What follows belongs to an exercise in optimizing a design on an open flow for small area and few clock cycles per item; a production flow would make more cautious choices. At most, simulation tests tie the RTL to the original design; equivalence was not proved. No functional check of the RTL was part of run 3. The flow treats the clock pin as an ideal source, which a real chip does not have.

--- design/flow/flow/run.sh ---
#!/bin/bash
# Layout flow: the standard flow (standard.sh) with three changes that
# only affect cell choice, not the design or its constraints:
#  - ABC maps the synthesized logic with an area-oriented script
#    (flow/abc_area_nf.script) instead of the speed script; synthesis is
#    otherwise synth_recipe.tcl unchanged (same passes, flatten, renames);
#  - the port buffers that ORFS inserts are sky130_fd_sc_hd__buf_1;
#  - clock_tree_synthesis gets the arguments in flow/cts_args (small clock
#    buffers, no dummy loads); after CTS, flow/fix_clock_leaves.tcl turns
#    leaf clock buffers whose flip-flops would see a high slew into
#    clkbuf_8 (log: fix_clock_leaves.log).
# make's output goes to standard.log here; each tool's full log is under
# orfs/logs.
set -euo pipefail
here=$(pwd)
{
  printf 'proc abc {args} {\n'
  printf '  set i [lsearch -exact $args -script]\n'
  printf '  if {$i >= 0} { lset args [expr {$i + 1}] %s/flow/abc_area_nf.script }\n' "$here"
  printf '  yosys abc {*}$args\n'
  printf '}\n'
  cat synth_recipe.tcl
} > my_synth.tcl
sed "s#SYNTH_SCRIPT=[^ ]*#SYNTH_SCRIPT=$here/my_synth.tcl#" standard.sh > my_standard.sh
grep -q "SYNTH_SCRIPT=$here/my_synth.tcl" my_standard.sh
# optional extra arguments for yosys synth (flow/synth_args), e.g. -noabc
# to leave the fine-grained logic to extract_fa and the final ABC run.
if [[ -s flow/synth_args ]]; then export SYNTH_ARGS="$(cat flow/synth_args)"; fi
export BUFFER_PORTS_ARGS="-buffer_cell sky130_fd_sc_hd__buf_1"
export CTS_ARGS="$(cat flow/cts_args)"
bash my_standard.sh cts > standard_cts.log 2>&1
RES_DIR=$here/orfs/results/sky130hd/dot_prod_top/base \
  openroad -no_init -exit flow/fix_clock_leaves.tcl > fix_clock_leaves.log 2>&1
bash my_standard.sh > standard.log 2>&1
--- design/flow/flow/abc_area_nf.script ---
strash
dch -f
amap
topo
stime -c
--- design/flow/flow/cts_args ---
-sink_clustering_enable -repair_clock_nets -dont_use_dummy_load -buf_list {sky130_fd_sc_hd__clkbuf_4} -sink_clustering_size 10 -sink_clustering_max_diameter 60 -sink_clustering_levels 1
--- design/flow/flow/fix_clock_leaves.tcl ---
set platform $::env(FLOW_HOME)/platforms/sky130hd
set res $::env(RES_DIR)
read_lef $platform/lef/sky130_fd_sc_hd.tlef
read_lef $platform/lef/sky130_fd_sc_hd_merged.lef
read_liberty $platform/lib/sky130_fd_sc_hd__tt_025C_1v80.lib
read_db $res/4_cts.odb
read_sdc $res/4_cts.sdc
source $platform/setRC.tcl
estimate_parasitics -placement
set n_up 0
foreach inst [get_cells -filter "ref_name==sky130_fd_sc_hd__clkbuf_4"] {
  set net [get_nets -of_objects [get_pins -of_objects $inst -filter "direction==output"]]
  set worst 0.0
  set n_flop 0
  foreach p [get_pins -of_objects $net -filter "direction==input"] {
    if {[string match "*/CLK" [get_full_name $p]]} { incr n_flop }
    set s [get_property $p slew_max]
    if {$s > $worst} { set worst $s }
  }
  # slew_max is in the library's time unit (ns)
  puts "clock buffer [get_full_name $inst]: $n_flop flops, worst slew $worst"
  if {$n_flop > 0 && $worst > 0.100} {
    replace_cell $inst sky130_fd_sc_hd__clkbuf_8
    incr n_up
    puts "  -> sky130_fd_sc_hd__clkbuf_8"
  }
}
puts "upsized $n_up clock buffers"
if {$n_up > 0} {
  detailed_placement
  check_placement -verbose
}
write_db $res/4_cts.odb
--- design/flow/flow/synth_args ---
-noabc
--- design/flow/standard.sh ---
#!/bin/bash
# synth_recipe.tcl (not shown) runs the flow's synth.tcl, then flattens the netlist and writes it again
# the make line also repeats each setting of config.mk as NAME=value (left out here)
make -C /OpenROAD-flow-scripts/flow DESIGN_CONFIG=/design/flow/config.mk WORK_HOME=/design/flow/orfs CLKGATE_MAP_FILE= SYNTH_SCRIPT=/design/flow/synth_recipe.tcl "${@:-finish}"
--- design/flow/config.mk ---
export PLATFORM = sky130hd
export DESIGN_NAME = dot_prod_top
export DESIGN_NICKNAME = dot_prod_top
export VERILOG_FILES = /design/flow/design.v
export SDC_FILE = /design/flow/constraint.sdc
export NUM_CORES = 4
export LEC_CHECK = 0
export CAP_MARGIN = 20
export CORE_MARGIN = 2
export CORE_UTILIZATION = 60
export PLACE_DENSITY = 0.75
export SLEW_MARGIN = 20
--- design/flow/constraint.sdc ---
create_clock -name core_clock -period 8.0 [get_ports {clk}]
set_input_delay 1.6000 -clock core_clock [delete_from_list [all_inputs] [get_ports {clk}]]
set_output_delay 1.6000 -clock core_clock [all_outputs]
set_load 0.01 [all_outputs]
--- design/flow/design.v ---
`default_nettype none
package dot_pkg;
   localparam int sample_w = 12;
   localparam int prod_w = 25;
   localparam int sum_w = 32;
   localparam int out_w = 24;
   localparam int dot_len = 5;
   localparam int mult_lat = 3;
endpackage
`default_nettype wire
`default_nettype none
module cpx_multiply (
   input  logic [11:0] x,
   input  logic [11:0] y,
   input  logic        act,
   input  logic        sub,
   input  logic [26:0] base,
   output logic [1:0]  co,
   output logic [26:0] sum
);
   logic [12:0] yb;                    
   logic [13:0] xe;                  
   logic [5:0] s1, s2, ng;
   assign yb = {yg, 1'b0};
   logic [11:0] yg;                  
   assign yg = y & {12{act}};
   assign xe = {x[11], x, 1'b0};
   logic [12:0] pp0;
   logic [12:0] pp1;
   logic [12:0] pp2;
   logic [12:0] pp3;
   logic [12:0] pp4;
   logic [12:0] pp5;
   for (genvar j = 0; j < 6; j++) begin : g_enc
      assign s1[j] = yb[2*j+1] ^ yb[2*j];
      assign s2[j] = ((yb[2*j+2] & ~yb[2*j+1] & ~yb[2*j]) |
                            (~yb[2*j+2] & yb[2*j+1] & yb[2*j]));
      assign ng[j] = yb[2*j+2] ^ sub;
   end
   for (genvar i = 0; i < 12; i++) begin : g_pp0
      assign pp0[i] = ((s1[0] & xe[i+1]) | (s2[0] & xe[i])) ^ ng[0];
   end
   assign pp0[12] = act & ~(((s1[0] & xe[13]) | (s2[0] & xe[12])) ^ ng[0]);
   for (genvar i = 0; i < 12; i++) begin : g_pp1
      assign pp1[i] = ((s1[1] & xe[i+1]) | (s2[1] & xe[i])) ^ ng[1];
   end
   assign pp1[12] = act & ~(((s1[1] & xe[13]) | (s2[1] & xe[12])) ^ ng[1]);
   for (genvar i = 0; i < 12; i++) begin : g_pp2
      assign pp2[i] = ((s1[2] & xe[i+1]) | (s2[2] & xe[i])) ^ ng[2];
   end
   assign pp2[12] = act & ~(((s1[2] & xe[13]) | (s2[2] & xe[12])) ^ ng[2]);
   for (genvar i = 0; i < 12; i++) begin : g_pp3
      assign pp3[i] = ((s1[3] & xe[i+1]) | (s2[3] & xe[i])) ^ ng[3];
   end
   assign pp3[12] = act & ~(((s1[3] & xe[13]) | (s2[3] & xe[12])) ^ ng[3]);
   for (genvar i = 0; i < 12; i++) begin : g_pp4
      assign pp4[i] = ((s1[4] & xe[i+1]) | (s2[4] & xe[i])) ^ ng[4];
   end
   assign pp4[12] = act & ~(((s1[4] & xe[13]) | (s2[4] & xe[12])) ^ ng[4]);
   for (genvar i = 0; i < 12; i++) begin : g_pp5
      assign pp5[i] = ((s1[5] & xe[i+1]) | (s2[5] & xe[i])) ^ ng[5];
   end
   assign pp5[12] = act & ~(((s1[5] & xe[13]) | (s2[5] & xe[12])) ^ ng[5]);
   logic t_c2;
   logic t_c4;
   logic t_c6;
   logic t_c8;
   logic t_c10;
   logic t_c12;
   logic t_c14;
   logic t_c16;
   logic t_c18;
   logic t_c20;
   logic t_c22;
   logic t_c24;
   logic t_c26;
   logic t_c28;
   logic t_c30;
   logic t_c32;
   logic t_c34;
   logic t_c36;
   logic t_c38;
   logic t_c40;
   logic t_c42;
   logic t_c44;
   logic t_c46;
   logic t_c48;
   logic t_c50;
   logic t_c52;
   logic t_c54;
   logic t_c56;
   logic t_c58;
   logic t_c60;
   logic t_c62;
   logic t_c64;
   logic t_c66;
   logic t_c68;
   logic t_c70;
   logic t_c72;
   logic t_c74;
   logic t_c76;
   logic t_c78;
   logic t_c80;
   logic t_c82;
   logic t_c84;
   logic t_c86;
   logic t_c88;
   logic t_c90;
   logic t_c92;
   logic t_c94;
   logic t_c96;
   logic t_c98;
   logic t_c100;
   logic t_c102;
   logic t_c104;
   logic t_c106;
   logic t_c108;
   logic t_c110;
   logic t_c112;
   logic t_c114;
   logic t_c116;
   logic t_c118;
   logic t_c120;
   logic t_c122;
   logic t_c124;
   logic t_c126;
   logic t_c128;
   logic t_c130;
   logic t_c132;
   logic t_c134;
   logic t_c136;
   logic t_c138;
   logic t_c140;
   logic t_c142;
   logic t_c144;
   logic t_c146;
   logic t_c148;
   logic t_c150;
   logic t_c152;
   logic t_c154;
   logic t_c156;
   logic t_c157;
   logic t_c158;
   logic t_c159;
   logic t_c160;
   logic t_c161;
   logic t_c162;
   logic t_c163;
   logic t_c164;
   logic t_c165;
   logic t_c166;
   logic t_c167;
   logic t_c168;
   logic t_c169;
   logic t_c170;
   logic t_c171;
   logic t_c172;
   logic t_c173;
   logic t_c174;
   logic t_c175;
   logic t_c176;
   logic t_c177;
   logic t_c178;
   logic t_c179;
   logic t_c180;
   logic t_c181;
   logic t_c182;
   logic t_c183;
   logic t_s1;
   logic t_s3;
   logic t_s5;
   logic t_s7;
   logic t_s9;
   logic t_s11;
   logic t_s13;
   logic t_s15;
   logic t_s17;
   logic t_s19;
   logic t_s21;
   logic t_s23;
   logic t_s25;
   logic t_s27;
   logic t_s29;
   logic t_s31;
   logic t_s33;
   logic t_s35;
   logic t_s37;
   logic t_s39;
   logic t_s41;
   logic t_s43;
   logic t_s45;
   logic t_s47;
   logic t_s49;
   logic t_s51;
   logic t_s53;
   logic t_s55;
   logic t_s57;
   logic t_s59;
   logic t_s61;
   logic t_s63;
   logic t_s65;
   logic t_s67;
   logic t_s69;
   logic t_s71;
   logic t_s73;
   logic t_s75;
   logic t_s77;
   logic t_s79;
   logic t_s81;
   logic t_s83;
   logic t_s85;
   logic t_s87;
   logic t_s89;
   logic t_s91;
   logic t_s93;
   logic t_s95;
   logic t_s97;
   logic t_s99;
   logic t_s101;
   logic t_s103;
   logic t_s105;
   logic t_s107;
   logic t_s109;
   logic t_s111;
   logic t_s113;
   logic t_s115;
   logic t_s117;
   logic t_s119;
   logic t_s121;
   logic t_s123;
   logic t_s125;
   logic t_s127;
   logic t_s129;
   logic t_s131;
   logic t_s133;
   logic t_s135;
   logic t_s137;
   logic t_s139;
   logic t_s141;
   logic t_s143;
   logic t_s145;
   logic t_s147;
   logic t_s149;
   logic t_s151;
   logic t_s153;
   logic t_s155;
   assign t_s1 = base[8] ^ ng[4];
   assign t_c2 = base[8] & ng[4];
   assign t_s3 = base[9] ^ pp0[9];
   assign t_c4 = base[9] & pp0[9];
   assign t_s5 = base[10] ^ ng[5] ^ pp0[10];
   assign t_c6 = (base[10] & ng[5]) | (base[10] & pp0[10]) | (ng[5] & pp0[10]);
   assign t_s7 = pp1[8] ^ pp2[6];
   assign t_c8 = pp1[8] & pp2[6];
   assign t_s9 = base[11] ^ pp0[11] ^ pp1[9];
   assign t_c10 = (base[11] & pp0[11]) | (base[11] & pp1[9]) | (pp0[11] & pp1[9]);
   assign t_s11 = pp2[7] ^ pp3[5];
   assign t_c12 = pp2[7] & pp3[5];
   assign t_s13 = base[12] ^ pp0[12] ^ pp1[10];
   assign t_c14 = (base[12] & pp0[12]) | (base[12] & pp1[10]) | (pp0[12] & pp1[10]);
   assign t_s15 = pp2[8] ^ pp3[6];
   assign t_c16 = pp2[8] & pp3[6];
   assign t_s17 = base[13] ^ pp1[11] ^ pp2[9];
   assign t_c18 = (base[13] & pp1[11]) | (base[13] & pp2[9]) | (pp1[11] & pp2[9]);
   assign t_s19 = base[14] ^ pp1[12];
   assign t_c20 = base[14] & pp1[12];
   assign t_s21 = base[4] ^ ng[2];
   assign t_c22 = base[4] & ng[2];
   assign t_s23 = base[5] ^ pp0[5];
   assign t_c24 = base[5] & pp0[5];
   assign t_s25 = base[6] ^ ng[3] ^ pp0[6];
   assign t_c26 = (base[6] & ng[3]) | (base[6] & pp0[6]) | (ng[3] & pp0[6]);
   assign t_s27 = pp1[4] ^ pp2[2];
   assign t_c28 = pp1[4] & pp2[2];
   assign t_s29 = base[7] ^ pp0[7] ^ pp1[5];
   assign t_c30 = (base[7] & pp0[7]) | (base[7] & pp1[5]) | (pp0[7] & pp1[5]);
   assign t_s31 = pp2[3] ^ pp3[1];
   assign t_c32 = pp2[3] & pp3[1];
   assign t_s33 = t_s1 ^ pp0[8] ^ pp1[6];
   assign t_c34 = (t_s1 & pp0[8]) | (t_s1 & pp1[6]) | (pp0[8] & pp1[6]);
   assign t_s35 = pp2[4] ^ pp3[2] ^ pp4[0];
   assign t_c36 = (pp2[4] & pp3[2]) | (pp2[4] & pp4[0]) | (pp3[2] & pp4[0]);
   assign t_s37 = t_c2 ^ pp1[7] ^ pp2[5];
   assign t_c38 = (t_c2 & pp1[7]) | (t_c2 & pp2[5]) | (pp1[7] & pp2[5]);
   assign t_s39 = pp3[3] ^ pp4[1] ^ t_s3;
   assign t_c40 = (pp3[3] & pp4[1]) | (pp3[3] & t_s3) | (pp4[1] & t_s3);
   assign t_s41 = pp3[4] ^ pp4[2] ^ pp5[0];
   assign t_c42 = (pp3[4] & pp4[2]) | (pp3[4] & pp5[0]) | (pp4[2] & pp5[0]);
   assign t_s43 = t_c4 ^ t_s5 ^ t_s7;
   assign t_c44 = (t_c4 & t_s5) | (t_c4 & t_s7) | (t_s5 & t_s7);
   assign t_s45 = pp4[3] ^ pp5[1] ^ t_c6;
   assign t_c46 = (pp4[3] & pp5[1]) | (pp4[3] & t_c6) | (pp5[1] & t_c6);
   assign t_s47 = t_c8 ^ t_s9 ^ t_s11;
   assign t_c48 = (t_c8 & t_s9) | (t_c8 & t_s11) | (t_s9 & t_s11);
   assign t_s49 = pp4[4] ^ pp5[2] ^ t_c10;
   assign t_c50 = (pp4[4] & pp5[2]) | (pp4[4] & t_c10) | (pp5[2] & t_c10);
   assign t_s51 = t_c12 ^ t_s13 ^ t_s15;
   assign t_c52 = (t_c12 & t_s13) | (t_c12 & t_s15) | (t_s13 & t_s15);
   assign t_s53 = pp3[7] ^ pp4[5] ^ pp5[3];
   assign t_c54 = (pp3[7] & pp4[5]) | (pp3[7] & pp5[3]) | (pp4[5] & pp5[3]);
   assign t_s55 = t_c14 ^ t_c16 ^ t_s17;
   assign t_c56 = (t_c14 & t_c16) | (t_c14 & t_s17) | (t_c16 & t_s17);
   assign t_s57 = pp2[10] ^ pp3[8] ^ pp4[6];
   assign t_c58 = (pp2[10] & pp3[8]) | (pp2[10] & pp4[6]) | (pp3[8] & pp4[6]);
   assign t_s59 = pp5[4] ^ t_c18 ^ t_s19;
   assign t_c60 = (pp5[4] & t_c18) | (pp5[4] & t_s19) | (t_c18 & t_s19);
   assign t_s61 = base[15] ^ pp2[11] ^ pp3[9];
   assign t_c62 = (base[15] & pp2[11]) | (base[15] & pp3[9]) | (pp2[11] & pp3[9]);
   assign t_s63 = pp4[7] ^ pp5[5] ^ t_c20;
   assign t_c64 = (pp4[7] & pp5[5]) | (pp4[7] & t_c20) | (pp5[5] & t_c20);
   assign t_s65 = base[16] ^ pp2[12] ^ pp3[10];
   assign t_c66 = (base[16] & pp2[12]) | (base[16] & pp3[10]) | (pp2[12] & pp3[10]);
   assign t_s67 = pp4[8] ^ pp5[6];
   assign t_c68 = pp4[8] & pp5[6];
   assign t_s69 = base[17] ^ pp3[11] ^ pp4[9];
   assign t_c70 = (base[17] & pp3[11]) | (base[17] & pp4[9]) | (pp3[11] & pp4[9]);
   assign t_s71 = base[18] ^ pp3[12];
   assign t_c72 = base[18] & pp3[12];
   assign t_s73 = base[2] ^ ng[1];
   assign t_c74 = base[2] & ng[1];
   assign t_s75 = base[3] ^ pp0[3];
   assign t_c76 = base[3] & pp0[3];
   assign t_s77 = t_s21 ^ pp0[4] ^ pp1[2];
   assign t_c78 = (t_s21 & pp0[4]) | (t_s21 & pp1[2]) | (pp0[4] & pp1[2]);
   assign t_s79 = t_c22 ^ pp1[3] ^ pp2[1];
   assign t_c80 = (t_c22 & pp1[3]) | (t_c22 & pp2[1]) | (pp1[3] & pp2[1]);
   assign t_s81 = pp3[0] ^ t_c24 ^ t_s25;
   assign t_c82 = (pp3[0] & t_c24) | (pp3[0] & t_s25) | (t_c24 & t_s25);
   assign t_s83 = t_c26 ^ t_c28 ^ t_s29;
   assign t_c84 = (t_c26 & t_c28) | (t_c26 & t_s29) | (t_c28 & t_s29);
   assign t_s85 = t_c30 ^ t_c32 ^ t_s33;
   assign t_c86 = (t_c30 & t_c32) | (t_c30 & t_s33) | (t_c32 & t_s33);
   assign t_s87 = t_c34 ^ t_c36 ^ t_s37;
   assign t_c88 = (t_c34 & t_c36) | (t_c34 & t_s37) | (t_c36 & t_s37);
   assign t_s89 = t_c38 ^ t_s41 ^ t_c40;
   assign t_c90 = (t_c38 & t_s41) | (t_c38 & t_c40) | (t_s41 & t_c40);
   assign t_s91 = t_c42 ^ t_c44 ^ t_s45;
   assign t_c92 = (t_c42 & t_c44) | (t_c42 & t_s45) | (t_c44 & t_s45);
   assign t_s93 = t_c46 ^ t_c48 ^ t_s49;
   assign t_c94 = (t_c46 & t_c48) | (t_c46 & t_s49) | (t_c48 & t_s49);
   assign t_s95 = t_s53 ^ t_c50 ^ t_c52;
   assign t_c96 = (t_s53 & t_c50) | (t_s53 & t_c52) | (t_c50 & t_c52);
   assign t_s97 = t_c54 ^ t_s57 ^ t_c56;
   assign t_c98 = (t_c54 & t_s57) | (t_c54 & t_c56) | (t_s57 & t_c56);
   assign t_s99 = t_c58 ^ t_s61 ^ t_c60;
   assign t_c100 = (t_c58 & t_s61) | (t_c58 & t_c60) | (t_s61 & t_c60);
   assign t_s101 = t_c62 ^ t_s65 ^ t_s67;
   assign t_c102 = (t_c62 & t_s65) | (t_c62 & t_s67) | (t_s65 & t_s67);
   assign t_s103 = pp5[7] ^ t_c66 ^ t_c68;
   assign t_c104 = (pp5[7] & t_c66) | (pp5[7] & t_c68) | (t_c66 & t_c68);
   assign t_s105 = pp4[10] ^ pp5[8] ^ t_c70;
   assign t_c106 = (pp4[10] & pp5[8]) | (pp4[10] & t_c70) | (pp5[8] & t_c70);
   assign t_s107 = base[19] ^ pp4[11] ^ pp5[9];
   assign t_c108 = (base[19] & pp4[11]) | (base[19] & pp5[9]) | (pp4[11] & pp5[9]);
   assign t_s109 = base[20] ^ pp4[12];
   assign t_c110 = base[20] & pp4[12];
   assign t_s111 = base[0] ^ ng[0];
   assign t_c112 = base[0] & ng[0];
   assign t_s113 = base[1] ^ pp0[1];
   assign t_c114 = base[1] & pp0[1];
   assign t_s115 = t_s73 ^ pp0[2] ^ pp1[0];
   assign t_c116 = (t_s73 & pp0[2]) | (t_s73 & pp1[0]) | (pp0[2] & pp1[0]);
   assign t_s117 = t_c74 ^ pp1[1] ^ t_s75;
   assign t_c118 = (t_c74 & pp1[1]) | (t_c74 & t_s75) | (pp1[1] & t_s75);
   assign t_s119 = pp2[0] ^ t_c76 ^ t_s77;
   assign t_c120 = (pp2[0] & t_c76) | (pp2[0] & t_s77) | (t_c76 & t_s77);
   assign t_s121 = t_c78 ^ t_s79 ^ t_s23;
   assign t_c122 = (t_c78 & t_s79) | (t_c78 & t_s23) | (t_s79 & t_s23);
   assign t_s123 = t_c80 ^ t_s27 ^ t_s81;
   assign t_c124 = (t_c80 & t_s27) | (t_c80 & t_s81) | (t_s27 & t_s81);
   assign t_s125 = t_s31 ^ t_c82 ^ t_s83;
   assign t_c126 = (t_s31 & t_c82) | (t_s31 & t_s83) | (t_c82 & t_s83);
   assign t_s127 = t_s35 ^ t_c84 ^ t_s85;
   assign t_c128 = (t_s35 & t_c84) | (t_s35 & t_s85) | (t_c84 & t_s85);
   assign t_s129 = t_c86 ^ t_s87 ^ t_s39;
   assign t_c130 = (t_c86 & t_s87) | (t_c86 & t_s39) | (t_s87 & t_s39);
   assign t_s131 = t_c88 ^ t_s43 ^ t_s89;
   assign t_c132 = (t_c88 & t_s43) | (t_c88 & t_s89) | (t_s43 & t_s89);
   assign t_s133 = t_s47 ^ t_c90 ^ t_s91;
   assign t_c134 = (t_s47 & t_c90) | (t_s47 & t_s91) | (t_c90 & t_s91);
   assign t_s135 = t_s51 ^ t_c92 ^ t_s93;
   assign t_c136 = (t_s51 & t_c92) | (t_s51 & t_s93) | (t_c92 & t_s93);
   assign t_s137 = t_s55 ^ t_c94 ^ t_s95;
   assign t_c138 = (t_s55 & t_c94) | (t_s55 & t_s95) | (t_c94 & t_s95);
   assign t_s139 = t_s59 ^ t_c96 ^ t_s97;
   assign t_c140 = (t_s59 & t_c96) | (t_s59 & t_s97) | (t_c96 & t_s97);
   assign t_s141 = t_s63 ^ t_c98 ^ t_s99;
   assign t_c142 = (t_s63 & t_c98) | (t_s63 & t_s99) | (t_c98 & t_s99);
   assign t_s143 = t_c64 ^ t_s101 ^ t_c100;
   assign t_c144 = (t_c64 & t_s101) | (t_c64 & t_c100) | (t_s101 & t_c100);
   assign t_s145 = t_s69 ^ t_c102 ^ t_s103;
   assign t_c146 = (t_s69 & t_c102) | (t_s69 & t_s103) | (t_c102 & t_s103);
   assign t_s147 = t_s71 ^ t_c104 ^ t_s105;
   assign t_c148 = (t_s71 & t_c104) | (t_s71 & t_s105) | (t_c104 & t_s105);
   assign t_s149 = t_c72 ^ t_s107 ^ t_c106;
   assign t_c150 = (t_c72 & t_s107) | (t_c72 & t_c106) | (t_s107 & t_c106);
   assign t_s151 = pp5[10] ^ t_c108 ^ t_s109;
   assign t_c152 = (pp5[10] & t_c108) | (pp5[10] & t_s109) | (t_c108 & t_s109);
   assign t_s153 = base[21] ^ pp5[11] ^ t_c110;
   assign t_c154 = (base[21] & pp5[11]) | (base[21] & t_c110) | (pp5[11] & t_c110);
   assign t_s155 = base[22] ^ pp5[12];
   assign t_c156 = base[22] & pp5[12];
   assign sum[0] = t_s111 ^ pp0[0];
   assign t_c157 = t_s111 & pp0[0];
   assign sum[1] = t_s113 ^ t_c112 ^ t_c157;
   assign t_c158 = (t_s113 & t_c112) | (t_s113 & t_c157) | (t_c112 & t_c157);
   assign sum[2] = t_s115 ^ t_c114 ^ t_c158;
   assign t_c159 = (t_s115 & t_c114) | (t_s115 & t_c158) | (t_c114 & t_c158);
   assign sum[3] = t_s117 ^ t_c116 ^ t_c159;
   assign t_c160 = (t_s117 & t_c116) | (t_s117 & t_c159) | (t_c116 & t_c159);
   assign sum[4] = t_s119 ^ t_c118 ^ t_c160;
   assign t_c161 = (t_s119 & t_c118) | (t_s119 & t_c160) | (t_c118 & t_c160);
   assign sum[5] = t_s121 ^ t_c120 ^ t_c161;
   assign t_c162 = (t_s121 & t_c120) | (t_s121 & t_c161) | (t_c120 & t_c161);
   assign sum[6] = t_s123 ^ t_c122 ^ t_c162;
   assign t_c163 = (t_s123 & t_c122) | (t_s123 & t_c162) | (t_c122 & t_c162);
   assign sum[7] = t_s125 ^ t_c124 ^ t_c163;
   assign t_c164 = (t_s125 & t_c124) | (t_s125 & t_c163) | (t_c124 & t_c163);
   assign sum[8] = t_s127 ^ t_c126 ^ t_c164;
   assign t_c165 = (t_s127 & t_c126) | (t_s127 & t_c164) | (t_c126 & t_c164);
   assign co[0] = t_c165;
   assign sum[9] = t_s129 ^ t_c128;
   assign t_c166 = t_s129 & t_c128;
   assign sum[10] = t_s131 ^ t_c130 ^ t_c166;
   assign t_c167 = (t_s131 & t_c130) | (t_s131 & t_c166) | (t_c130 & t_c166);
   assign sum[11] = t_s133 ^ t_c132 ^ t_c167;
   assign t_c168 = (t_s133 & t_c132) | (t_s133 & t_c167) | (t_c132 & t_c167);
   assign sum[12] = t_s135 ^ t_c134 ^ t_c168;
   assign t_c169 = (t_s135 & t_c134) | (t_s135 & t_c168) | (t_c134 & t_c168);
   assign sum[13] = t_s137 ^ t_c136 ^ t_c169;
   assign t_c170 = (t_s137 & t_c136) | (t_s137 & t_c169) | (t_c136 & t_c169);
   assign sum[14] = t_s139 ^ t_c138 ^ t_c170;
   assign t_c171 = (t_s139 & t_c138) | (t_s139 & t_c170) | (t_c138 & t_c170);
   assign sum[15] = t_s141 ^ t_c140 ^ t_c171;
   assign t_c172 = (t_s141 & t_c140) | (t_s141 & t_c171) | (t_c140 & t_c171);
   assign sum[16] = t_s143 ^ t_c142 ^ t_c172;
   assign t_c173 = (t_s143 & t_c142) | (t_s143 & t_c172) | (t_c142 & t_c172);
   assign sum[17] = t_s145 ^ t_c144 ^ t_c173;
   assign t_c174 = (t_s145 & t_c144) | (t_s145 & t_c173) | (t_c144 & t_c173);
   assign co[1] = t_c174;
   assign sum[18] = t_s147 ^ t_c146;
   assign t_c175 = t_s147 & t_c146;
   assign sum[19] = t_s149 ^ t_c148 ^ t_c175;
   assign t_c176 = (t_s149 & t_c148) | (t_s149 & t_c175) | (t_c148 & t_c175);
   assign sum[20] = t_s151 ^ t_c150 ^ t_c176;
   assign t_c177 = (t_s151 & t_c150) | (t_s151 & t_c176) | (t_c150 & t_c176);
   assign sum[21] = t_s153 ^ t_c152 ^ t_c177;
   assign t_c178 = (t_s153 & t_c152) | (t_s153 & t_c177) | (t_c152 & t_c177);
   assign sum[22] = t_s155 ^ t_c154 ^ t_c178;
   assign t_c179 = (t_s155 & t_c154) | (t_s155 & t_c178) | (t_c154 & t_c178);
   assign sum[23] = base[23] ^ t_c156 ^ t_c179;
   assign t_c180 = (base[23] & t_c156) | (base[23] & t_c179) | (t_c156 & t_c179);
   assign sum[24] = base[24] ^ t_c180;
   assign t_c181 = base[24] & t_c180;
   assign sum[25] = base[25] ^ t_c181;
   assign t_c182 = base[25] & t_c181;
   assign sum[26] = base[26] ^ t_c182;
   assign t_c183 = base[26] & t_c182;
endmodule
`default_nettype wire
`default_nettype none
module cpx_settle (
   input  logic [26:0] b,
   input  logic [1:0]  c,
   output logic [26:0] r
);
   logic u9;
   logic u10;
   logic u11;
   logic u12;
   logic u13;
   logic u14;
   logic u15;
   logic u16;
   logic u17;
   logic u18;
   logic u19;
   logic u20;
   logic u21;
   logic u22;
   logic u23;
   logic u24;
   logic u25;
   assign r[0] = b[0];
   assign r[1] = b[1];
   assign r[2] = b[2];
   assign r[3] = b[3];
   assign r[4] = b[4];
   assign r[5] = b[5];
   assign r[6] = b[6];
   assign r[7] = b[7];
   assign r[8] = b[8];
   assign r[9] = b[9] ^ c[0];
   assign u9 = b[9] & c[0];
   assign r[10] = b[10] ^ u9;
   assign u10 = b[10] & u9;
   assign r[11] = b[11] ^ u10;
   assign u11 = b[11] & u10;
   assign r[12] = b[12] ^ u11;
   assign u12 = b[12] & u11;
   assign r[13] = b[13] ^ u12;
   assign u13 = b[13] & u12;
   assign r[14] = b[14] ^ u13;
   assign u14 = b[14] & u13;
   assign r[15] = b[15] ^ u14;
   assign u15 = b[15] & u14;
   assign r[16] = b[16] ^ u15;
   assign u16 = b[16] & u15;
   assign r[17] = b[17] ^ u16;
   assign u17 = b[17] & u16;
   assign r[18] = b[18] ^ u17 ^ c[1];
   assign u18 = (b[18] & u17) | (b[18] & c[1]) | (u17 & c[1]);
   assign r[19] = b[19] ^ u18;
   assign u19 = b[19] & u18;
   assign r[20] = b[20] ^ u19;
   assign u20 = b[20] & u19;
   assign r[21] = b[21] ^ u20;
   assign u21 = b[21] & u20;
   assign r[22] = b[22] ^ u21;
   assign u22 = b[22] & u21;
   assign r[23] = b[23] ^ u22;
   assign u23 = b[23] & u22;
   assign r[24] = b[24] ^ u23;
   assign u24 = b[24] & u23;
   assign r[25] = b[25] ^ u24;
   assign u25 = b[25] & u24;
   assign r[26] = b[26] ^ u25;
endmodule
`default_nettype wire
`default_nettype none
module dot_prod_top #(
   parameter int sample_w = dot_pkg::sample_w,
   parameter int prod_w   = dot_pkg::prod_w,
   parameter int sum_w    = dot_pkg::sum_w,
   parameter int out_w    = dot_pkg::out_w,
   parameter int dot_len  = dot_pkg::dot_len
) (
   input  logic                       clk,
   input  logic                       rst_n_i,
   input  logic                       req_i,
   input  logic signed [sample_w-1:0] xi_i,
   input  logic signed [sample_w-1:0] xq_i,
   input  logic signed [sample_w-1:0] yi_i,
   input  logic signed [sample_w-1:0] yq_i,
   input  logic                       res_ack_i,
   output logic                       ack_o,
   output logic                       res_req_o,
   output logic signed [out_w-1:0]    res_i_o,
   output logic signed [out_w-1:0]    res_q_o
);
   localparam int acc_w = 2 * sample_w + 3;        
   localparam int shift = sum_w - out_w;           
   localparam int res_w = acc_w - shift;           
   localparam logic [acc_w-1:0] acc_init = 27'd78307328;
   logic req_s1, req_s2;
   logic ack_s1, ack_s2;
   logic [sample_w-1:0] r0, r1, r2, r3;
   logic       kph1;
   logic       a_is_i;    
   logic       pend;      
   logic [1:0] mcnt;      
   logic [2:0] bcnt;      
   logic       res_full;  
   logic       act;       
   logic       clr;       
   logic       sub;       
   logic       cap, last_step, blk_done;
   logic       ack_n, pend_n, res_full_n, res_req_n, acc_free_n;
   logic       act_n, clr_n, sub_n;
   logic [1:0] mcnt_n;
   logic       kph1_n;
   logic [2:0] bcnt_n;
   localparam int n_cut = 2;
   logic [acc_w-1:0] acc_a, acc_b, base, sum, res_b;
   logic [n_cut-1:0] cry_b, cout;
   always_ff @(posedge clk or negedge rst_n_i) begin
      if (!rst_n_i) begin
         req_s1 <= 1'b0;
         req_s2 <= 1'b0;
         ack_s1 <= 1'b0;
         ack_s2 <= 1'b0;
      end else begin
         req_s1 <= req_i;
         req_s2 <= req_s1;
         ack_s1 <= res_ack_i;
         ack_s2 <= ack_s1;
      end
   end
   assign last_step = act && (mcnt == 2'd3);
   assign blk_done  = last_step && (bcnt == 3'(dot_len - 1));
   assign cap       = req_s2 && !ack_o && (!pend || last_step) && !a_is_i;
   always_comb begin
      ack_n      = cap || (ack_o && req_s2);
      pend_n     = cap || (pend && !last_step);
      mcnt_n     = act ? mcnt + 2'd1 : mcnt;
      bcnt_n     = !last_step ? bcnt : blk_done ? 3'd0 : bcnt + 3'd1;
      res_full_n = blk_done || (res_full && !(res_req_o && ack_s2));
      res_req_n  = res_req_o ? !ack_s2 : ((res_full || blk_done) && !ack_s2);
      kph1_n     = cap ? 1'b0 : (kph1 ^ !a_is_i);
      acc_free_n = !res_full_n || (res_req_n && ack_s1);
      act_n      = pend_n && (mcnt_n != 2'd0 || bcnt_n != 3'd0 || acc_free_n);
      clr_n      = act_n && (bcnt_n == 3'd0) && (mcnt_n < 2'd2);
      sub_n      = act_n && kph1_n && !a_is_i;     
   end
   always_ff @(posedge clk or negedge rst_n_i) begin
      if (!rst_n_i) begin
         ack_o     <= 1'b0;
         pend      <= 1'b0;
         mcnt      <= 2'd0;
         bcnt      <= 3'd0;
         res_full  <= 1'b0;
         res_req_o <= 1'b0;
         a_is_i    <= 1'b0;
         kph1      <= 1'b0;
         act       <= 1'b0;
         clr       <= 1'b0;
         sub       <= 1'b0;
      end else begin
         ack_o     <= ack_n;
         pend      <= pend_n;
         mcnt      <= mcnt_n;
         bcnt      <= bcnt_n;
         res_full  <= res_full_n;
         res_req_o <= res_req_n;
         a_is_i    <= !a_is_i;
         kph1      <= kph1_n;
         act       <= act_n;
         clr       <= clr_n;
         sub       <= sub_n;
      end
   end
   always_ff @(posedge clk) begin
      if (cap) begin
         r0 <= xi_i;
         r1 <= yi_i;
         r2 <= xq_i;
         r3 <= yq_i;
      end else begin
         r0 <= r1;
         r1 <= r2;
         r2 <= r3;
         r3 <= r0;
      end
   end
   assign base = clr ? acc_init : acc_a;
   cpx_multiply u_mac (
      .x    (r0),
      .y    (r1),
      .act  (act),
      .sub  (sub),
      .base (base),
      .co   (cout),
      .sum  (sum)
   );
   cpx_settle u_set (
      .b (acc_b),
      .c (cry_b),
      .r (res_b)
   );
   always_ff @(posedge clk) begin
      acc_a <= res_b;
      acc_b <= sum;
      cry_b <= cout;
   end
   logic [acc_w-1:0] si, sq;
   assign si = a_is_i ? acc_a : res_b;
   assign sq = a_is_i ? res_b : acc_a;
   assign res_i_o = {{(out_w-res_w){si[acc_w-1]}}, si[acc_w-1:shift]};
   assign res_q_o = {{(out_w-res_w){sq[acc_w-1]}}, sq[acc_w-1:shift]};
endmodule
`default_nettype wire
==> results of run 1 <==
[kinds of logic (layout without fill, tap and decap cells)]
group / after synthesis / count (layout) / share of synthesized area
AOI/OAI and AO/OA: 266 / 266 / 0.227
adders and majority gates: 124 / 124 / 0.295
buffers and inverters: 49 / 181 / 0.0301
and+or+nand+nor: 186 / 186 / 0.104
DFF: 122 / 122 / 0.344
[metal layers]
| metal | part of all wire | routed length [um] | vias up | track usage |
|---|---|---|---|---|
| met3 | 0.079 | 1470 | 33 | 0.0836 |
| met5 | 0 | 0 | - | 0 |
| li1 | - | - | 2946 | - |
| met2 | 0.46 | 8610 | 267 | 0.469 |
| met1 | 0.44 | 8110 | 2916 | 0.404 |
| met4 | 0.019 | 354 | 0 | 0.0867 |
[synth_stat cells]
library cell  number  share of area
a211oi_1           7         0.0071
a21oi_1           51          0.035
a222oi_1           1         0.0014
a31oi_1            4         0.0034
and2_0             1        0.00085
buf_4             10          0.010
clkinv_1          39          0.020
dfrtp_1           18          0.061
dfxtp_1          104           0.28
fa_1              82           0.22
ha_1              42          0.071
nand2_1           80          0.041
nand3_1            1        0.00068
nor2_1            77          0.039
nor2b_1           11         0.0094
nor3_1             3         0.0020
nor4_1             1        0.00085
o21ai_0           75          0.051
o22a_1            56          0.067
o22ai_1           69          0.059
o32ai_1            2         0.0024
o41ai_1            1         0.0012
or2_0             11         0.0094
or3_1              1        0.00085
[flip-flops by register name (all words and copies together), names as in the netlist]
signal / flops
acc_a: 27
kph1: 1
ack_o: 1
res_req_o: 1
req_s1: 1
bcnt: 3
r1: 12
r2: 12
r3: 12
sub: 1
ack_s1: 1
a_is_i: 1
cry_b: 2
pend: 1
req_s2: 1
r0: 12
ack_s2: 1
clr: 1
mcnt: 2
acc_b: 27
res_full: 1
act: 1
[layout make-up]
cell class,count,area (um^2)
Tap cell,147,184
Fill cell,972,3830
Inverter,39,146
Clock buffer,17,146
Timing Repair Buffer,125,559
Sequential cell,122,2530
Multi-Input combinational cell,576,4610
[path summary, 6_finish.rpt]
| path | from | end | cells past startpoint | slack, ns |
|---|---|---|---|---|
| max | act | acc_b[17] | 19 | 0.38 |
| min | acc_b[4] | acc_a[4] | 0 | 0.33 |
| max reg2reg | act | acc_b[17] | 19 | 0.38 |
| min reg2reg | acc_b[4] | acc_a[4] | 0 | 0.33 |
| max in group asynchronous | rst_n_i | kph1 | 1 | 6.24 |
| min in group asynchronous | rst_n_i | ack_s1 | 1 | 1.16 |
[metrics by stage]
stage | setup WS (ns) | cells | util
global placement | 0.615 | 1009 | 0.668
floorplan | 0.254 | 747 | -
finish | 0.378 | 1026 | 0.681
detailed placement | 0.404 | 1009 | 0.668
CTS | 0.412 | 1026 | 0.679
global route | 0.0235 | 1026 | 0.681
[worst register-to-register path: cells and delay by family (launching register included)]
family	cells	cell delay (ns)
AOI/OAI and AO/OA	3	0.93
adders and majority gates	12	5.18
buffers and inverters	2	0.54
DFF	1	0.56
and+or+nand+nor	2	0.31
==> impl_metrics.yaml, run 1 <==
setup_path:
  slowest_delay_ns: 0.56
  path_class: "flip-flop to flip-flop"
  cp.buffers_inverters: 2
  path_delay_family: "adder cells"
  end_kind: "flip-flop"
  path_cells: "nand2_1 -> clkinv_1 -> a222oi_1 -> clkinv_1 -> o22ai_1 -> nor2_1 -> a21oi_1 -> fa_1 -> fa_1 -> fa_1 -> ha_1 -> fa_1 -> fa_1 -> fa_1 -> fa_1 -> fa_1 -> fa_1 -> fa_1 -> fa_1"
  slowest_stage: "dfrtp_1"
  timing.critical_path.mode_cell: "fa_1"
  cp.arrival_ns: 8.04
  required_ns: 8.42
  cp_max_fo: 16
  worst_setup_path_start_kind: "flip-flop"
synthesis:
  postSynthCellCount: 747
  synth_fp_nets: 923
  synth_cell_type_count: 24
  syn_area_um2: 7350
  synth-seq-cells: 122
  syn_area_per_cell_um2: 9.84
  seq_area_frac_synth: 0.344
  yosysWarnings: 1
floorplan:
  die_area_um2: 13200
  ios: 102
  die_w_um: 115
  start_util: 0.612
  die_h_um: 115
  core_area_um2: 12000
  rows: 40
clock_network:
  cts_resized: 0
  cts_tree: "done"
  clk-insertion-delay-late_ns: 0.55
  cts_setup_buffers: 0
  numClockSinks: 122
  postCtsHoldBufs: 0
  path_clk_slew_ns: 0.08
  cts_made_buffers: 17
sta:
  period_share: 0.953
  worst_slew_pin_slew_ns: 0.938
  finalSetupTns_ns: 0
  fin_skew_ns: 0.0341
  max_freq_mhz: 131
  rsz0062_at_grt: "false"
  setup_viol: 0
  slew_headroom: 0.375
  finalHoldViolCount: 0
  drv_slew: 0
  min_period_ns: 7.62
  whs_ns: 0.332
worst_hold_path:
  worstHoldPathType: "flip-flop to flip-flop"
global_routing:
  antenna_found_initial: 0
  grt_pass1_wl_um: 29700
  grt_pass1_vias: 5922
  gr-total-overflow: 0
  grt_max_degree: 63
  grt_usage: 0.296
detailed_routing:
  dr.pass1.iters: 5
  antenna_left: 0
  drc: 0
  num_vias: 6162
  drtIter0Drc: 524
  viasPerCell: 6.01
  drt_wl_total_um: 18500
  avgRoutedWirePerCell_um: 18.1
cells_and_area:
  synthToLayoutAreaGrowth_pct: 11.2
  final_nets: 1057
  num_antenna_cells: 0
  final_area_um2: 8180
  mostFrequentLayoutCells: "104 x dfxtp_1, 101 x buf_1, 82 x fa_1"
  drive_gt1_frac: 0.0501
  layout_commonest_cell: "dfxtp_1"
place:
  io_buffers: 101
  placed_cell_area_um2: 8030
  gp_congestion: 0.900
  dp_hpwl_um: 13600
run_status:
  status: "finished clean"
flow_run:
  cap_violations: 0
Testbench counts, summed over its fixed seeds: cycles 9,612, results 320.
==> inputs of run 2 (changes only) <==
--- a/design/flow/config.mk
+++ b/design/flow/config.mk
@@ -9,4 +9,4 @@
 export CORE_MARGIN = 2
-export CORE_UTILIZATION = 60
-export PLACE_DENSITY = 0.75
+export CORE_UTILIZATION = 70
+export PLACE_DENSITY = 0.85
 export SLEW_MARGIN = 20
==> impl_metrics.yaml, run 2 <==
sta:
  worst_slew_pin_slew_ns: 0.943
  setup_viol: 0
  min_period_ns: 7.63
  slew_headroom: 0.371
  period_share: 0.953
  drv_slew: 0
  max_freq_mhz: 131
  rsz0062_at_grt: "false"
  finalSetupTns_ns: 0
  fin_skew_ns: 0.0408
  finalHoldViolCount: 0
detailed_routing:
  viasPerCell: 6.30
  num_vias: 6376
  drt_wl_total_um: 19500
  antenna_left: 0
  avgRoutedWirePerCell_um: 19.3
  drc: 0
  drtIter0Drc: 556
  dr.pass1.iters: 5
worst_hold_path:
  worstHoldPathType: "flip-flop to flip-flop"
global_routing:
  antenna_found_initial: 0
  grt_usage: 0.366
  gr-total-overflow: 0
  grt_max_degree: 43
  grt_pass1_wl_um: 31300
  grt_pass1_vias: 6389
setup_path:
  worst_setup_path_start_kind: "flip-flop"
  end_kind: "flip-flop"
  cp.arrival_ns: 8.06
  path_class: "flip-flop to flip-flop"
  required_ns: 8.43
  cp_max_fo: 16
place:
  placed_cell_area_um2: 7990
  io_buffers: 101
  gp_congestion: 0.919
  dp_hpwl_um: 14500
cells_and_area:
  layout_commonest_cell: "dfxtp_1"
  num_antenna_cells: 0
  final_area_um2: 8140
  fillCellCount: 693
  synthToLayoutAreaGrowth_pct: 10.7
  final_nets: 1054
  drive_gt1_frac: 0.0457
  top_regs: "acc_a x27, acc_b x27"
  mostFrequentLayoutCells: "104 x dfxtp_1, 101 x buf_1, 82 x fa_1"
synthesis:
  synth-main-ff-cell: "dfxtp_1"
  synth-seq-cells: 122
  syn_area_per_cell_um2: 9.84
  synth_area_leaders: "dfxtp_1 28%, fa_1 22%, ha_1 7.1%, o22a_1 6.7%, dfrtp_1 6.1%"
  synth_top_area_frac: 0.283
  seq_area_frac_synth: 0.344
  yosys.area.top_type: "dfxtp_1"
  synth_most_common_cell: "dfxtp_1"
  synth_fp_nets: 923
  yosysWarnings: 1
  postSynthCellCount: 747
  async_flop_share: 0.148
  netlist_top_cells_count: "104 x dfxtp_1, 82 x fa_1, 80 x nand2_1"
  syn_area_um2: 7350
  synth_cell_type_count: 24
  synth-edff-count: 0
floorplan:
  start_util: 0.715
  core_area_um2: 10300
  die_w_um: 106
  rows: 37
  die_area_um2: 11300
  die_h_um: 106
  ios: 102
clock_network:
  postCtsHoldBufs: 0
  cts_tree: "done"
  cts_resized: 0
  clk-insertion-delay-late_ns: 0.56
  numClockSinks: 122
  cts_setup_buffers: 0
  path_clk_slew_ns: 0.08
  cts_made_buffers: 17
flow_run:
  cap_violations: 0
run_status:
  status: "finished clean"
run 2: cells by family (layout without fill, tap and decap cells):
| group | count (synthesis) | after routing | synth area share |
|---|---|---|---|
| DFF | 122 | 122 | 0.344 |
| AOI/OAI and AO/OA | 266 | 266 | 0.227 |
| and+or+nand+nor | 186 | 186 | 0.104 |
| adders and majority gates | 124 | 124 | 0.295 |
| buffers and inverters | 49 | 178 | 0.0301 |
run 2: path summary, 6_finish.rpt:
| path | cells past startpoint | from | slack [ns] | end |
|---|---|---|---|---|
| hold reg to reg | 0 | acc_b[3] | 0.31 | acc_a[3] |
| min in group asynchronous | 1 | rst_n_i | 1.15 | kph1 |
| setup / recovery | 19 | act | 0.37 | acc_b[17] |
| setup reg to reg | 19 | act | 0.37 | acc_b[17] |
| hold / removal | 0 | acc_b[3] | 0.31 | acc_a[3] |
| max in group asynchronous | 1 | rst_n_i | 6.25 | ack_s2 |
run 2: stage by stage:
stage	hold WS [ns]	std cells	utilization	setup WS, ns
6_report	0.314	1012	0.792	0.373
3_5_place_dp	0.323	995	0.777	0.460
2_1_floorplan	0.310	747	-	0.254
5_1_grt	0.313	1012	0.792	0.0217
3_3_place_gp	0.310	995	0.777	0.657
4_1_cts	0.313	1012	0.790	0.405
run 2: cell type report:
type	instances	area [um^2]	share of cell area
Clock buffer	17	146	0.0180
Inverter	39	146	0.0180
Multi-Input combinational cell	576	4600	0.566
Sequential cell	122	2530	0.311
Tap cell	136	170	0.0209
Timing Repair Buffer	122	537	0.0660
run 2: metal layers:
metal,up-vias,track usage,share of wire
met5,-,0,0
met4,0,0.150,0.027
met3,52,0.101,0.093
met2,351,0.598,0.48
met1,3032,0.463,0.40
li1,2941,-,-
run 2: worst max-delay path, stage by stage, from the launching register on:
cell      delay [ns]
dfrtp_1         0.56
nand2_1         0.23
clkinv_1        0.16
a222oi_1        0.48
clkinv_1        0.38
o22ai_1         0.29
nor2_1          0.09
a21oi_1         0.21
fa_1            0.47
fa_1            0.53
fa_1            0.43
ha_1            0.20
fa_1            0.42
fa_1            0.44
fa_1            0.44
fa_1            0.43
fa_1            0.43
fa_1            0.43
fa_1            0.43
fa_1            0.45
==> inputs of run 3 (changes only) <==
--- a/design/flow/design.v
+++ b/design/flow/design.v
@@ -420,9 +420,9 @@
    assign t_c165 = (t_s127 & t_c126) | (t_s127 & t_c164) | (t_c126 & t_c164);
-   assign co[0] = t_c165;
-   assign sum[9] = t_s129 ^ t_c128;
-   assign t_c166 = t_s129 & t_c128;
+   assign sum[9] = t_s129 ^ t_c128 ^ t_c165;
+   assign t_c166 = (t_s129 & t_c128) | (t_s129 & t_c165) | (t_c128 & t_c165);
    assign sum[10] = t_s131 ^ t_c130 ^ t_c166;
    assign t_c167 = (t_s131 & t_c130) | (t_s131 & t_c166) | (t_c130 & t_c166);
-   assign sum[11] = t_s133 ^ t_c132 ^ t_c167;
-   assign t_c168 = (t_s133 & t_c132) | (t_s133 & t_c167) | (t_c132 & t_c167);
+   assign co[0] = t_c167;
+   assign sum[11] = t_s133 ^ t_c132;
+   assign t_c168 = t_s133 & t_c132;
    assign sum[12] = t_s135 ^ t_c134 ^ t_c168;
@@ -439,9 +439,9 @@
    assign t_c174 = (t_s145 & t_c144) | (t_s145 & t_c173) | (t_c144 & t_c173);
-   assign co[1] = t_c174;
-   assign sum[18] = t_s147 ^ t_c146;
-   assign t_c175 = t_s147 & t_c146;
+   assign sum[18] = t_s147 ^ t_c146 ^ t_c174;
+   assign t_c175 = (t_s147 & t_c146) | (t_s147 & t_c174) | (t_c146 & t_c174);
    assign sum[19] = t_s149 ^ t_c148 ^ t_c175;
    assign t_c176 = (t_s149 & t_c148) | (t_s149 & t_c175) | (t_c148 & t_c175);
-   assign sum[20] = t_s151 ^ t_c150 ^ t_c176;
-   assign t_c177 = (t_s151 & t_c150) | (t_s151 & t_c176) | (t_c150 & t_c176);
+   assign co[1] = t_c176;
+   assign sum[20] = t_s151 ^ t_c150;
+   assign t_c177 = t_s151 & t_c150;
    assign sum[21] = t_s153 ^ t_c152 ^ t_c177;
@@ -466,4 +466,2 @@
 );
-   logic u9;
-   logic u10;
    logic u11;
@@ -492,8 +490,6 @@
    assign r[8] = b[8];
-   assign r[9] = b[9] ^ c[0];
-   assign u9 = b[9] & c[0];
-   assign r[10] = b[10] ^ u9;
-   assign u10 = b[10] & u9;
-   assign r[11] = b[11] ^ u10;
-   assign u11 = b[11] & u10;
+   assign r[9] = b[9];
+   assign r[10] = b[10];
+   assign r[11] = b[11] ^ c[0];
+   assign u11 = b[11] & c[0];
    assign r[12] = b[12] ^ u11;
@@ -510,8 +506,8 @@
    assign u17 = b[17] & u16;
-   assign r[18] = b[18] ^ u17 ^ c[1];
-   assign u18 = (b[18] & u17) | (b[18] & c[1]) | (u17 & c[1]);
+   assign r[18] = b[18] ^ u17;
+   assign u18 = b[18] & u17;
    assign r[19] = b[19] ^ u18;
    assign u19 = b[19] & u18;
-   assign r[20] = b[20] ^ u19;
-   assign u20 = b[20] & u19;
+   assign r[20] = b[20] ^ u19 ^ c[1];
+   assign u20 = (b[20] & u19) | (b[20] & c[1]) | (u19 & c[1]);
    assign r[21] = b[21] ^ u20;
--- a/design/flow/config.mk
+++ b/design/flow/config.mk
@@ -9,4 +9,4 @@
 export CORE_MARGIN = 2
-export CORE_UTILIZATION = 70
-export PLACE_DENSITY = 0.85
+export CORE_UTILIZATION = 60
+export PLACE_DENSITY = 0.75
 export SLEW_MARGIN = 20
==> impl_metrics.yaml, run 3 <==
cells_and_area:
  top_regs: "acc_a x27, acc_b x27"
  synthToLayoutAreaGrowth_pct: 11.6
  ff_latch_area_um2: 2530
  multi_input_area_um2: 4570
  final_area_um2: 8180
  fin_util: 0.684
  mostFrequentLayoutCells: "104 x dfxtp_1, 101 x buf_1, 92 x nor2_1"
  final_nets: 1059
  drive_gt1_frac: 0.0544
  fillCellCount: 997
  layout_commonest_cell: "dfxtp_1"
  num_antenna_cells: 0
synthesis:
  async_flop_share: 0.148
  synth_simple_gate_area_frac: 0.104
  synth_mux_area_frac: 0
  netlist_top_cells_count: "104 x dfxtp_1, 92 x nor2_1, 82 x fa_1"
  synthAdderAreaFrac: 0.292
  synth_top_area_frac: 0.284
  syn_area_um2: 7330
  synth-main-ff-cell: "dfxtp_1"
  synth_top_family_by_area: "adder cells"
  synth_most_common_cell: "dfxtp_1"
  synth_fp_nets: 922
  synth_cell_type_count: 25
  postSynthCellCount: 748
  yosysWarnings: 1
  synth_area_leaders: "dfxtp_1 28%, fa_1 22%, ha_1 6.8%, o22a_1 6.3%, dfrtp_1 6.1%"
  synthXorXnorAreaFrac: 0
  seq_area_frac_synth: 0.345
  synth-edff-count: 0
  synth_compound_area_frac: 0.227
  syn_area_per_cell_um2: 9.80
  yosys.area.top_type: "dfxtp_1"
  synth-seq-cells: 122
sta:
  rsz0062_at_grt: "false"
  period_share: 0.950
  finalHoldViolCount: 0
  slew_headroom: 0.371
  layout_setup_ws_ns: 0.399
  setup_viol: 0
  min_period_ns: 7.60
  worst_slew_pin_slew_ns: 0.938
  finalSetupTns_ns: 0
  drv_slew: 0
  fin_skew_ns: 0.0308
  max_freq_mhz: 132
floorplan:
  rows: 40
  start_util: 0.613
  die_w_um: 115
  die_h_um: 115
  core_area_um2: 12000
  ios: 102
  die_area_um2: 13100
clock_network:
  path_clk_slew_ns: 0.09
  cts_tree: "done"
  cts_made_buffers: 17
  cts_setup_buffers: 0
  clk-insertion-delay-late_ns: 0.55
  numClockSinks: 122
place:
  placed_cell_area_um2: 8020
  io_buffers: 101
  dp_slack_ns: 0.342
  gp_congestion: 0.912
  dp_hpwl_um: 13800
detailed_routing:
  antenna_left: 0
  drtIter0Drc: 378
  drt_wl_total_um: 18200
  num_vias: 5982
  drc: 0
  viasPerCell: 5.81
  dr.pass1.iters: 5
  avgRoutedWirePerCell_um: 17.7
global_routing:
  grt_max_degree: 43
  gr-total-overflow: 0
  grt_pass1_wl_um: 29300
  grt_pass1_vias: 5939
  antenna_found_initial: 0
  grt_usage: 0.294
setup_path:
  path_class: "flip-flop to flip-flop"
  required_ns: 8.43
  cp_max_fo: 13
  reg2reg_setup_slack_ns: 0.40
  worst_setup_path_start_kind: "flip-flop"
  end_kind: "flip-flop"
  cp.arrival_ns: 8.03
worst_hold_path:
  worstHoldPathType: "flip-flop to flip-flop"
run_status:
  status: "finished clean"
flow_run:
  cap_violations: 0
==> run 3: path summary, 6_finish.rpt <==
path	from	end	depth (start not counted)
worst min-delay path	acc_b[0]	acc_a[0]	0
min in group asynchronous	rst_n_i	act	1
max in group asynchronous	rst_n_i	req_s1	2
worst max register to register	act	acc_b[19]	20
worst min register to register	acc_b[0]	acc_a[0]	0
worst max-delay path	act	acc_b[19]	20
==> run 3: worst max-delay path: stages, from the launching register on <==
cell and delay [ns]:
dfrtp_1 0.50, clkinvlp_4 0.26, nor2_1 0.19, clkinv_1 0.07
buf_4 0.17, nand2_1 0.28, o22ai_1 0.14, a21oi_1 0.27
fa_1 0.48, fa_1 0.44, fa_1 0.50, fa_1 0.49
ha_1 0.23, fa_1 0.42, fa_1 0.43, fa_1 0.43
fa_1 0.42, fa_1 0.44, fa_1 0.43, fa_1 0.42
fa_1 0.48
==> run 3: timing repair <==
action / 4_1_cts / 5_1_grt
gates resized for setup: 0 / 2
hold buffers: 0 / 0
endpoints found under the setup margin: 0 / 1
==> run 3: area by class of cell <==
class	count	share of cell area
sequential	122	0.309
tap	147	0.0225
multi-input combinational	575	0.559
clock buffer	17	0.0179
timing repair buffer	128	0.0720
inverter	41	0.0193
==> run 3: cell families after synthesis <==
family          Yosys count
fa+ha+maj               122
flops                   122
buf+inv                  51
compound gates          267
simple gates            186
==> run 3: metrics by stage <==
step | std cells | hold WS, ns
floorplan | 748 | 0.310
global placement | 1012 | 0.310
detailed placement | 1012 | 0.312
CTS | 1029 | 0.333
global route | 1030 | 0.335
finish | 1030 | 0.329
==> run 3: layer usage <==
metal  GRT usage  wire length, um  up-vias
met5           0                0        -
met4      0.0992              376        0
met3      0.0683             1050       37
met2       0.462             8630      205
met1       0.403             8180     2790
li1            -                -     2950
==> inputs of run 4 (changes only) <==
--- a/design/flow/design.v
+++ b/design/flow/design.v
@@ -422,7 +422,7 @@
    assign t_c166 = (t_s129 & t_c128) | (t_s129 & t_c165) | (t_c128 & t_c165);
-   assign sum[10] = t_s131 ^ t_c130 ^ t_c166;
-   assign t_c167 = (t_s131 & t_c130) | (t_s131 & t_c166) | (t_c130 & t_c166);
-   assign co[0] = t_c167;
-   assign sum[11] = t_s133 ^ t_c132;
-   assign t_c168 = t_s133 & t_c132;
+   assign co[0] = t_c166;
+   assign sum[10] = t_s131 ^ t_c130;
+   assign t_c167 = t_s131 & t_c130;
+   assign sum[11] = t_s133 ^ t_c132 ^ t_c167;
+   assign t_c168 = (t_s133 & t_c132) | (t_s133 & t_c167) | (t_c132 & t_c167);
    assign sum[12] = t_s135 ^ t_c134 ^ t_c168;
@@ -441,7 +441,7 @@
    assign t_c175 = (t_s147 & t_c146) | (t_s147 & t_c174) | (t_c146 & t_c174);
-   assign sum[19] = t_s149 ^ t_c148 ^ t_c175;
-   assign t_c176 = (t_s149 & t_c148) | (t_s149 & t_c175) | (t_c148 & t_c175);
-   assign co[1] = t_c176;
-   assign sum[20] = t_s151 ^ t_c150;
-   assign t_c177 = t_s151 & t_c150;
+   assign co[1] = t_c175;
+   assign sum[19] = t_s149 ^ t_c148;
+   assign t_c176 = t_s149 & t_c148;
+   assign sum[20] = t_s151 ^ t_c150 ^ t_c176;
+   assign t_c177 = (t_s151 & t_c150) | (t_s151 & t_c176) | (t_c150 & t_c176);
    assign sum[21] = t_s153 ^ t_c152 ^ t_c177;
@@ -466,2 +466,3 @@
 );
+   logic u10;
    logic u11;
@@ -491,5 +492,6 @@
    assign r[9] = b[9];
-   assign r[10] = b[10];
-   assign r[11] = b[11] ^ c[0];
-   assign u11 = b[11] & c[0];
+   assign r[10] = b[10] ^ c[0];
+   assign u10 = b[10] & c[0];
+   assign r[11] = b[11] ^ u10;
+   assign u11 = b[11] & u10;
    assign r[12] = b[12] ^ u11;
@@ -508,6 +510,6 @@
    assign u18 = b[18] & u17;
-   assign r[19] = b[19] ^ u18;
-   assign u19 = b[19] & u18;
-   assign r[20] = b[20] ^ u19 ^ c[1];
-   assign u20 = (b[20] & u19) | (b[20] & c[1]) | (u19 & c[1]);
+   assign r[19] = b[19] ^ u18 ^ c[1];
+   assign u19 = (b[19] & u18) | (b[19] & c[1]) | (u18 & c[1]);
+   assign r[20] = b[20] ^ u19;
+   assign u20 = b[20] & u19;
    assign r[21] = b[21] ^ u20;
==> impl_metrics.yaml, run 4 <==
global_routing:
  antenna_found_initial: 1
  grt_pass1_wl_um: 29400
  gr-total-overflow: 0
  grt_pass1_vias: 5974
  grt_max_degree: 44
  grt_usage: 0.294
synthesis:
  yosysWarnings: 1
  async_flop_share: 0.148
  synth_top_area_frac: 0.284
  synth_fp_nets: 912
  synth-main-ff-cell: "dfxtp_1"
  seq_area_frac_synth: 0.346
  yosys.area.top_type: "dfxtp_1"
  synth_area_leaders: "dfxtp_1 28%, fa_1 22%, o22a_1 7.2%, ha_1 7.0%, dfrtp_1 6.1%"
  syn_area_um2: 7330
  postSynthCellCount: 737
  syn_area_per_cell_um2: 9.95
  synth-seq-cells: 122
  synth_most_common_cell: "dfxtp_1"
  synth-edff-count: 0
  synth_cell_type_count: 25
  netlist_top_cells_count: "104 x dfxtp_1, 82 x fa_1, 81 x nor2_1"
setup_path:
  cp.arrival_ns: 7.94
  path_cells: "nand2_1 -> clkinv_1 -> a222oi_1 -> clkinv_1 -> o22ai_1 -> nor2_1 -> a21oi_1 -> ha_1 -> fa_1 -> fa_1 -> fa_1 -> fa_1 -> fa_1 -> fa_1 -> fa_1 -> fa_1 -> fa_1 -> fa_1 -> fa_1"
  slowest_stage: "dfrtp_1"
  cp.buffers_inverters: 2
  path_delay_family: "adder cells"
  path_depth: 19
  rr_worst_depth: 19
  startpoint: "act"
  worst_setup_path_start_kind: "flip-flop"
  required_ns: 8.43
  cp_max_fo: 16
  slowest_delay_ns: 0.55
  end_kind: "flip-flop"
  timing.critical_path.mode_cell: "fa_1"
  timing.rr.start: "act"
  path_class: "flip-flop to flip-flop"
floorplan:
  start_util: 0.613
  die_w_um: 115
  rows: 40
  core_area_um2: 12000
  die_h_um: 115
  ios: 102
  die_area_um2: 13100
sta:
  finalSetupTns_ns: 0
  max_freq_mhz: 133
  rsz0062_at_grt: "false"
  min_period_ns: 7.51
  setup_viol: 0
  finalHoldViolCount: 0
  period_share: 0.939
  fin_skew_ns: 0.0326
  slew_headroom: 0.358
  layout_setup_ws_ns: 0.492
  drv_slew: 0
  worst_slew_pin_slew_ns: 0.964
clock_network:
  cts_tree: "done"
  numClockSinks: 122
  clk-insertion-delay-late_ns: 0.54
  cts_setup_buffers: 0
  cts_made_buffers: 17
  path_clk_slew_ns: 0.09
detailed_routing:
  dr.pass1.iters: 5
  antenna_left: 0
  viasPerCell: 5.99
  drt_wl_total_um: 18300
  drc: 0
  avgRoutedWirePerCell_um: 17.9
  wl_met3_um: 1260
  num_vias: 6091
  wl_met1_um: 7820
  met2_length_um: 8740
  drtIter0Drc: 428
  top_layer_used: "met4"
cells_and_area:
  drive_gt1_frac: 0.0495
  synthToLayoutAreaGrowth_pct: 11.4
  layout_commonest_cell: "dfxtp_1"
  multi_input_area_um2: 4590
  fillCellCount: 984
  top_regs: "acc_a x27, acc_b x27"
  final_area_um2: 8160
  ff_latch_area_um2: 2530
  mostFrequentLayoutCells: "104 x dfxtp_1, 101 x buf_1, 82 x fa_1"
  final_nets: 1046
place:
  gp_congestion: 0.910
  dp_hpwl_um: 13800
  io_buffers: 101
  dp_slack_ns: 0.408
  placed_cell_area_um2: 8000
worst_hold_path:
  hold_depth: 0
  hold_start: "acc_b[7]"
  worstHoldPathType: "flip-flop to flip-flop"
flow_run:
  cap_violations: 0
run_status:
  status: "finished clean"
run 4: worst paths after layout:
| path | slack [ns] | endpoint |
|---|---|---|
| min in group asynchronous | 1.19 | pend |
| min reg2reg | 0.33 | acc_a[7] |
| min | 0.33 | acc_a[7] |
| max in group asynchronous | 6.20 | ack_s2 |
| max | 0.49 | acc_b[18] |
| max reg2reg | 0.49 | acc_b[18] |
run 4: per-stage QoR:
stage,instances,utilization,hold slack [ns]
global placement,999,0.669,0.312
detailed placement,999,0.669,0.314
floorplan,737,-,0.310
CTS,1016,0.680,0.331
global route,1017,0.683,0.336
finish,1017,0.683,0.327
run 4: logic make-up (layout without fill, tap and decap cells):
group,after synthesis,count (layout),share of synthesized area
adders and majority gates,123,123,0.294
AOI/OAI and AO/OA,266,266,0.230
buffers and inverters,46,178,0.0287
and+or+nand+nor,180,180,0.101
DFF,122,122,0.346
other,0,1,0
run 4: worst register-to-register path, stage by stage (launching register included):
cell	delay, ns
dfrtp_1	0.55
nand2_1	0.22
clkinv_1	0.13
a222oi_1	0.43
clkinv_1	0.36
o22ai_1	0.26
nor2_1	0.06
a21oi_1	0.16
ha_1	0.27
fa_1	0.45
fa_1	0.49
fa_1	0.52
fa_1	0.47
fa_1	0.43
fa_1	0.42
fa_1	0.43
fa_1	0.44
fa_1	0.43
fa_1	0.42
fa_1	0.45
run 4: final cells by class:
| class | count | share of cell area |
|---|---|---|
| Antenna cell | 1 | 0.000307 |
| Clock buffer | 17 | 0.0195 |
| Multi-Input combinational cell | 569 | 0.562 |
| Tap cell | 147 | 0.0225 |
| Timing Repair Buffer | 125 | 0.0685 |
| Inverter | 36 | 0.0166 |
| Sequential cell | 122 | 0.310 |
run 4: what timing repair did:
item	in CTS	in global routing
hold endpoints to repair	0	0
hold buffers	0	0
endpoints found under the setup margin	0	2
gates resized for setup	0	1
run 4: routing by layer:
layer,global-route usage,up-vias
li1,-,2915
met1,0.395,2902
met2,0.457,234
met3,0.0778,40
met4,0.119,0
met5,0,-
Testbench counts of run 4, summed over its fixed seeds: cycles 9,612, results 320.

## re-timing with driven ports
In the flow no input, the clock included, has a driving cell. The finished layouts below were timed again as built, in two steps.
Step 1 (the two cells are an assumption about what drives the block):
set clk [get_ports {clk}]
set_driving_cell -lib_cell sky130_fd_sc_hd__clkbuf_16 $clk
set_driving_cell -lib_cell sky130_fd_sc_hd__buf_2 [delete_from_list [all_inputs] $clk]
Step 2 times the ports against the registers' clock, not the clock port: input delays grow and output delays shrink by t, the midpoint of the rising clock arrivals with the driver on.
a / b / c = ideal / step 1 / step 2; a / b = the first two.
| run | t (ns) | setup slack, ns | clock arrival spread, ns | slew at the worst register clock pin (ns) | cell pins on the clock port's net |
|---|---|---|---|---|---|
| run 1 | 0.573 | 0.378 / 0.378 / 0.378 | 0.035 / 0.035 | 0.10 / 0.10 | 1 |
| run 2 | 0.578 | 0.373 / 0.373 / 0.373 | 0.041 / 0.041 | 0.10 / 0.10 | 1 |
| run 3 | 0.575 | 0.399 / 0.399 / 0.399 | 0.031 / 0.031 | 0.10 / 0.10 | 1 |
| run 4 | 0.561 | 0.492 / 0.492 / 0.492 | 0.033 / 0.034 | 0.09 / 0.09 | 1 |
After both steps setup and hold are still met in every run listed.
